From an optimization exercise on the open Yosys and OpenROAD flow, aimed at small area, a short achievable clock period and few clock cycles; shortcuts taken in it are not production practice. Only simulation tests tie the RTL to the original design; equivalence was not proved.

## rev 12
==> module fft_top, before the edit <==
module fft_top (
  input  logic        clk,
  input  logic        reset,
  input  logic        load,
  input  logic [63:0] load_data,  
  input  logic        start,
  output logic        done,
  input  logic [2:0]  rd_addr,
  output logic [31:0] rd_data     
);
  logic [31:0] e0, e1, e2, e3, f0, f1, f2, f3;
  logic        tr5, ti5;  
  function automatic logic [31:0] cop(input logic [31:0] x, input logic [2:0] c);
    logic [15:0] opr, opi;
    opr = c[2] ? x[15:0] : x[31:16];
    opi = c[2] ? x[31:16] : x[15:0];
    cop = {opr ^ {16{c[1]}}, opi ^ {16{c[0]}}};
  endfunction
  logic k0, s13, n23, n12;
  always_ff @(posedge clk) begin
    if (reset) begin
      k0   <= 1'b1;
      s13  <= 1'b0;
      n23  <= 1'b0;
      n12  <= 1'b0;
      done <= 1'b0;
    end else if (load) begin
      k0   <= s13 & n23;
      s13  <= k0 | (n23 & ~s13);
      n23  <= n12;
      n12  <= k0 | (s13 & n12);
      done <= 1'b0;
    end else if (start) begin
      k0   <= 1'b1;
      s13  <= 1'b0;
      n23  <= 1'b0;
      n12  <= 1'b0;
      done <= 1'b1;
    end
  end
  logic [31:0] xh, xl;      
  logic [31:0] keep;
  logic [2:0]  c1, c2, c2f, c3;
  assign xh   = load_data[63:32];
  assign xl   = load_data[31:0];
  assign keep = {32{~(k0 & load)}};  
  assign c1  = {s13, n23, n12};
  assign c2  = {1'b0, s13, s13};
  assign c2f = {1'b1, s13, ~s13};
  assign c3  = {s13, n12, n23};
  logic [31:0] xhg, xlg;
  logic [2:0]  c1g, c2g, c2fg, c3g;
  assign xhg  = xh & {32{load}};
  assign xlg  = xl & {32{load}};
  assign c1g  = c1 & {3{load}};
  assign c2g  = c2 & {3{load}};
  assign c2fg = c2f & {3{load}};
  assign c3g  = c3 & {3{load}};
  logic [31:0] se0, se1, se2, se3, sf0, sf1, sf2, sf3;
  fft_cadd #(.KS(0)) u_ae0 (.a(e0 & keep), .b(cop(xhg, 3'b000)), .ci(2'b00),   .s(se0));
  fft_cadd #(.KS(0)) u_ae1 (.a(e1 & keep), .b(cop(xhg, c1g)),    .ci(c1g[1:0]), .s(se1));
  fft_cadd #(.KS(0)) u_ae2 (.a(e2 & keep), .b(cop(xhg, c2g)),    .ci(c2g[1:0]), .s(se2));
  fft_cadd #(.KS(0)) u_ae3 (.a(e3 & keep), .b(cop(xhg, c3g)),    .ci(c3g[1:0]), .s(se3));
  fft_cadd #(.KS(0)) u_af0 (.a(f0 & keep), .b(cop(xlg, 3'b000)), .ci(2'b00),   .s(sf0));
  fft_cadd #(.KS(0)) u_af1 (.a(f1 & keep), .b(cop(xl, c1)),      .ci(c1[1:0]),  .s(sf1));
  fft_cadd #(.KS(0)) u_af2 (.a(f2 & keep), .b(cop(xlg, c2fg)),   .ci(c2fg[1:0]), .s(sf2));
  fft_cadd #(.KS(0)) u_af3 (.a(f3 & keep), .b(cop(xl, c3)),      .ci(c3[1:0]),  .s(sf3));
  logic [31:0] t1, t3;
  fft_mul181 u_m1r (.v(f1[31:16]), .y(t1[31:16]));
  fft_mul181 u_m1i (.v(f1[15:0]),  .y(t1[15:0]));
  fft_mul181 u_m3r (.v(f3[31:16]), .y(t3[31:16]));
  fft_mul181 u_m3i (.v(f3[15:0]),  .y(t3[15:0]));
  always_ff @(posedge clk) begin
    e0 <= se0;
    e1 <= se1;
    e2 <= se2;
    e3 <= se3;
    f0 <= sf0;
    f2 <= sf2;
    if (load) begin
      f1 <= sf1;
      f3 <= sf3;
    end else if (start) begin
      f1  <= t1;
      f3  <= t3;
      tr5 <= (f1[23:16] == 8'h80);
      ti5 <= (f1[7:0] == 8'h80);
    end
  end
  logic [31:0] es, fs;
  logic [1:0]  j;
  logic        ng, odd;
  logic        nra, nrb, nia, nib;
  logic [1:0]  dr, di;
  assign j   = rd_addr[1:0];
  assign ng  = rd_addr[2];
  assign odd = rd_addr[0];
  always_comb begin
    case (j)
      2'd0:    begin es = e0; fs = f0; end
      2'd1:    begin es = e1; fs = f1; end
      2'd2:    begin es = e2; fs = f2; end
      default: begin es = e3; fs = f3; end
    endcase
  end
  assign nra = (j == 2'd3) ? ~ng : ng;
  assign nrb = ng;
  assign nia = ~ng;
  assign nib = (j == 2'd3) ? ~ng : ng;
  always_comb begin
    dr = {1'b0, nra} + {1'b0, odd & nrb};
    di = {1'b0, nib} + {1'b0, odd & nia};
    if (j == 2'd1) begin
      dr = ng ? dr - {1'b0, tr5} : dr + {1'b0, tr5};
      di = ng ? di - {1'b0, ti5} : di + {1'b0, ti5};
    end
  end
  logic [15:0] ra, rb, ia, ib;
  logic [15:0] rs, rc, is_, ic;
  assign ra = fs[31:16] ^ {16{nra}};
  assign rb = odd ? fs[15:0] ^ {16{nrb}} : 16'd0;
  assign ia = odd ? fs[31:16] ^ {16{nia}} : 16'd0;
  assign ib = fs[15:0] ^ {16{nib}};
  assign rs  = es[31:16] ^ ra ^ rb;
  assign rc  = {(es[30:16] & ra[14:0]) | (es[30:16] & rb[14:0]) | (ra[14:0] & rb[14:0]),
                dr[1] | dr[0]};
  assign is_ = es[15:0] ^ ia ^ ib;
  assign ic  = {(es[14:0] & ia[14:0]) | (es[14:0] & ib[14:0]) | (ia[14:0] & ib[14:0]),
                di[1] | di[0]};
  logic [31:0] rsum;
  fft_cadd #(.KS(1)) u_rd (.a({rs, is_}), .b({rc, ic}), .ci({dr[1], di[1]}), .s(rsum));
  always_ff @(posedge clk) begin
    rd_data <= rsum;
  end
endmodule
clock: 6.5 ns
lec_check: 0
cap_margin: 20
core_margin: 2
core_utilization: 40
setup_slack_margin: 2.5
slew_margin: 20
synth_hierarchical: 1
synth_minimum_keep_size: 0
standard.sh (not shown) runs the stock make flow with config.mk's settings and CLKGATE_MAP_FILE= SYNTH_SCRIPT=/design/flow/synth_recipe.tcl, a recipe that flattens the netlist after the stock synthesis.
==> flow/flow/run.sh <==
#!/bin/bash
# The standard layout, with plain buffers (not delay cells) on the ports.
set -euo pipefail
bash standard.sh BUFFER_PORTS_ARGS="-buffer_cell sky130_fd_sc_hd__buf_2" finish > standard.log 2>&1
Testbench counts of rev 12, summed over its fixed seeds: cycles 5,000.
The following lists how rev 13 was set up differently from rev 12:
==> flow/design.v, changed modules only <==
module fft_top (
  input  logic        clk,
  input  logic        reset,
  input  logic        load,
  input  logic [63:0] load_data,  
  input  logic        start,
  output logic        done,
  input  logic [2:0]  rd_addr,
  output logic [31:0] rd_data     
);
  logic [31:0] e0, e1, e2, e3, f0, f1, f2, f3;
  logic        tr5, ti5;  
  function automatic logic [31:0] cop(input logic [31:0] x, input logic [2:0] c);
    logic [15:0] opr, opi;
    opr = c[2] ? x[15:0] : x[31:16];
    opi = c[2] ? x[31:16] : x[15:0];
    cop = {opr ^ {16{c[1]}}, opi ^ {16{c[0]}}};
  endfunction
  logic k0, s13, n23, n12;
  logic ph;  
  always_ff @(posedge clk) begin
    if (reset) begin
      k0   <= 1'b1;
      s13  <= 1'b0;
      n23  <= 1'b0;
      n12  <= 1'b0;
      ph   <= 1'b0;
      done <= 1'b0;
    end else if (load) begin
      k0   <= s13 & n23;
      s13  <= k0 | (n23 & ~s13);
      n23  <= n12;
      n12  <= k0 | (s13 & n12);
      done <= 1'b0;
    end else if (start) begin
      k0   <= 1'b1;
      s13  <= 1'b0;
      n23  <= 1'b0;
      n12  <= 1'b0;
      ph   <= 1'b1;
    end else if (ph) begin
      ph   <= 1'b0;
      done <= 1'b1;
    end
  end
  logic [31:0] xh, xl;      
  logic [31:0] keep;
  logic [2:0]  c1, c2, c2f, c3;
  assign xh   = load_data[63:32];
  assign xl   = load_data[31:0];
  assign keep = {32{~(k0 & load)}};  
  assign c1  = {s13, n23, n12};
  assign c2  = {1'b0, s13, s13};
  assign c2f = {1'b1, s13, ~s13};
  assign c3  = {s13, n12, n23};
  logic [31:0] xhg, xlg;
  logic [2:0]  c1g, c2g, c2fg, c3g;
  assign xhg  = xh & {32{load}};
  assign xlg  = xl & {32{load}};
  assign c1g  = c1 & {3{load}};
  assign c2g  = c2 & {3{load}};
  assign c2fg = c2f & {3{load}};
  assign c3g  = c3 & {3{load}};
  logic [31:0] se0, se1, se2, se3, sf0, sf1, sf2, sf3;
  fft_cadd #(.KS(0)) u_ae0 (.a(e0 & keep), .b(cop(xhg, 3'b000)), .ci(2'b00),   .s(se0));
  fft_cadd #(.KS(0)) u_ae1 (.a(e1 & keep), .b(cop(xhg, c1g)),    .ci(c1g[1:0]), .s(se1));
  fft_cadd #(.KS(0)) u_ae2 (.a(e2 & keep), .b(cop(xhg, c2g)),    .ci(c2g[1:0]), .s(se2));
  fft_cadd #(.KS(0)) u_ae3 (.a(e3 & keep), .b(cop(xhg, c3g)),    .ci(c3g[1:0]), .s(se3));
  fft_cadd #(.KS(0)) u_af0 (.a(f0 & keep), .b(cop(xlg, 3'b000)), .ci(2'b00),   .s(sf0));
  fft_cadd #(.KS(0)) u_af1 (.a(f1 & keep), .b(cop(xl, c1)),      .ci(c1[1:0]),  .s(sf1));
  fft_cadd #(.KS(0)) u_af2 (.a(f2 & keep), .b(cop(xlg, c2fg)),   .ci(c2fg[1:0]), .s(sf2));
  fft_cadd #(.KS(0)) u_af3 (.a(f3 & keep), .b(cop(xl, c3)),      .ci(c3[1:0]),  .s(sf3));
  logic [31:0] tw;
  fft_mul181 u_mr (.v(f1[31:16]), .y(tw[31:16]));
  fft_mul181 u_mi (.v(f1[15:0]),  .y(tw[15:0]));
  always_ff @(posedge clk) begin
    e0 <= se0;
    e1 <= se1;
    e2 <= se2;
    e3 <= se3;
    f0 <= sf0;
    f2 <= sf2;
    if (load) begin
      f1 <= sf1;
      f3 <= sf3;
    end else if (start) begin
      f3  <= tw;
      f1  <= f3;
      tr5 <= (f1[23:16] == 8'h80);
      ti5 <= (f1[7:0] == 8'h80);
    end else if (ph) begin
      f1  <= tw;
    end
  end
  logic [31:0] es, fs;
  logic [1:0]  j;
  logic        ng, odd;
  logic        nra, nrb, nia, nib;
  logic [1:0]  dr, di;
  assign j   = rd_addr[1:0];
  assign ng  = rd_addr[2];
  assign odd = rd_addr[0];
  always_comb begin
    case (j)
      2'd0:    begin es = e0; fs = f0; end
      2'd1:    begin es = e1; fs = f3; end  
      2'd2:    begin es = e2; fs = f2; end
      default: begin es = e3; fs = f1; end  
    endcase
  end
  assign nra = (j == 2'd3) ? ~ng : ng;
  assign nrb = ng;
  assign nia = ~ng;
  assign nib = (j == 2'd3) ? ~ng : ng;
  always_comb begin
    dr = {1'b0, nra} + {1'b0, odd & nrb};
    di = {1'b0, nib} + {1'b0, odd & nia};
    if (j == 2'd1) begin
      dr = ng ? dr - {1'b0, tr5} : dr + {1'b0, tr5};
      di = ng ? di - {1'b0, ti5} : di + {1'b0, ti5};
    end
  end
  logic [15:0] ra, rb, ia, ib;
  logic [15:0] rs, rc, is_, ic;
  assign ra = fs[31:16] ^ {16{nra}};
  assign rb = odd ? fs[15:0] ^ {16{nrb}} : 16'd0;
  assign ia = odd ? fs[31:16] ^ {16{nia}} : 16'd0;
  assign ib = fs[15:0] ^ {16{nib}};
  assign rs  = es[31:16] ^ ra ^ rb;
  assign rc  = {(es[30:16] & ra[14:0]) | (es[30:16] & rb[14:0]) | (ra[14:0] & rb[14:0]),
                dr[1] | dr[0]};
  assign is_ = es[15:0] ^ ia ^ ib;
  assign ic  = {(es[14:0] & ia[14:0]) | (es[14:0] & ib[14:0]) | (ia[14:0] & ib[14:0]),
                di[1] | di[0]};
  logic [31:0] rsum;
  fft_cadd #(.KS(1)) u_rd (.a({rs, is_}), .b({rc, ic}), .ci({dr[1], di[1]}), .s(rsum));
  always_ff @(posedge clk) begin
    rd_data <= rsum;
  end
endmodule
Notes after the runs:
Rev 13 reached the final stage; the timing, DRC and antenna checks on its layout passed. On filler cell count in the final layout: rev 13 sits below rev 12. Compared to rev 12, the routing of rev 13 uses less wire. Between rev 13 and rev 12, register-to-register setup slack is higher for rev 12, rev 13 comes in under that. Buffer count excluding the clock tree in the final layout: rev 13 vs rev 12 down about 23%. Rev 13 vs rev 12 — stage delay of the slowest cell on the critical path dropped 0.02 ns. Summary of rev 13 over rev 12: final worst hold slack increased by 0.039 ns relative to the old numbers, met1 track demand over resource in global routing now sits higher, worst setup slack fell by 0.071 ns. Taking rev 12 as the reference point, the worst path arrival time of rev 13 rises by 0.05 ns. Sequential portion of the cell area, rev 13 and rev 12, higher one = rev 13.
Testbench counts of rev 13, summed over its fixed seeds: cycles 5,384.

what the ideal ports hide:
No port has a modelled driver above. Below, the same layouts with a new extraction and two added sets of constraints.
Step 1 sets driving cells, clkbuf_16 on the clock port and buf_2 on the other inputs (assumed; they add their load-dependent delay and slew).
Step 2, shift: input delay + t, output delay - t, t = (earliest + latest rising clock arrival at the registers) / 2. This alone moves slack from input paths to output paths.
a / b / c = ideal ports / drivers / drivers and shift; a / b = the first two.
| run | shift t [ns] | setup WS [ns] | clock arrival spread, ns | worst register clock-pin slew, ns |
|---|---|---|---|---|
| rev 12 | 0.623 | 2.267 / 2.267 / 1.678 | 0.028 / 0.028 | 0.06 / 0.06 |
| rev 13 | 0.629 | 2.196 / 2.196 / 1.608 | 0.032 / 0.032 | 0.07 / 0.07 |
After both steps every run listed still meets setup and hold. The setup slack of rev 12, which loses most, moves by 0.000 ns with the drivers and by -0.589 ns with both steps.
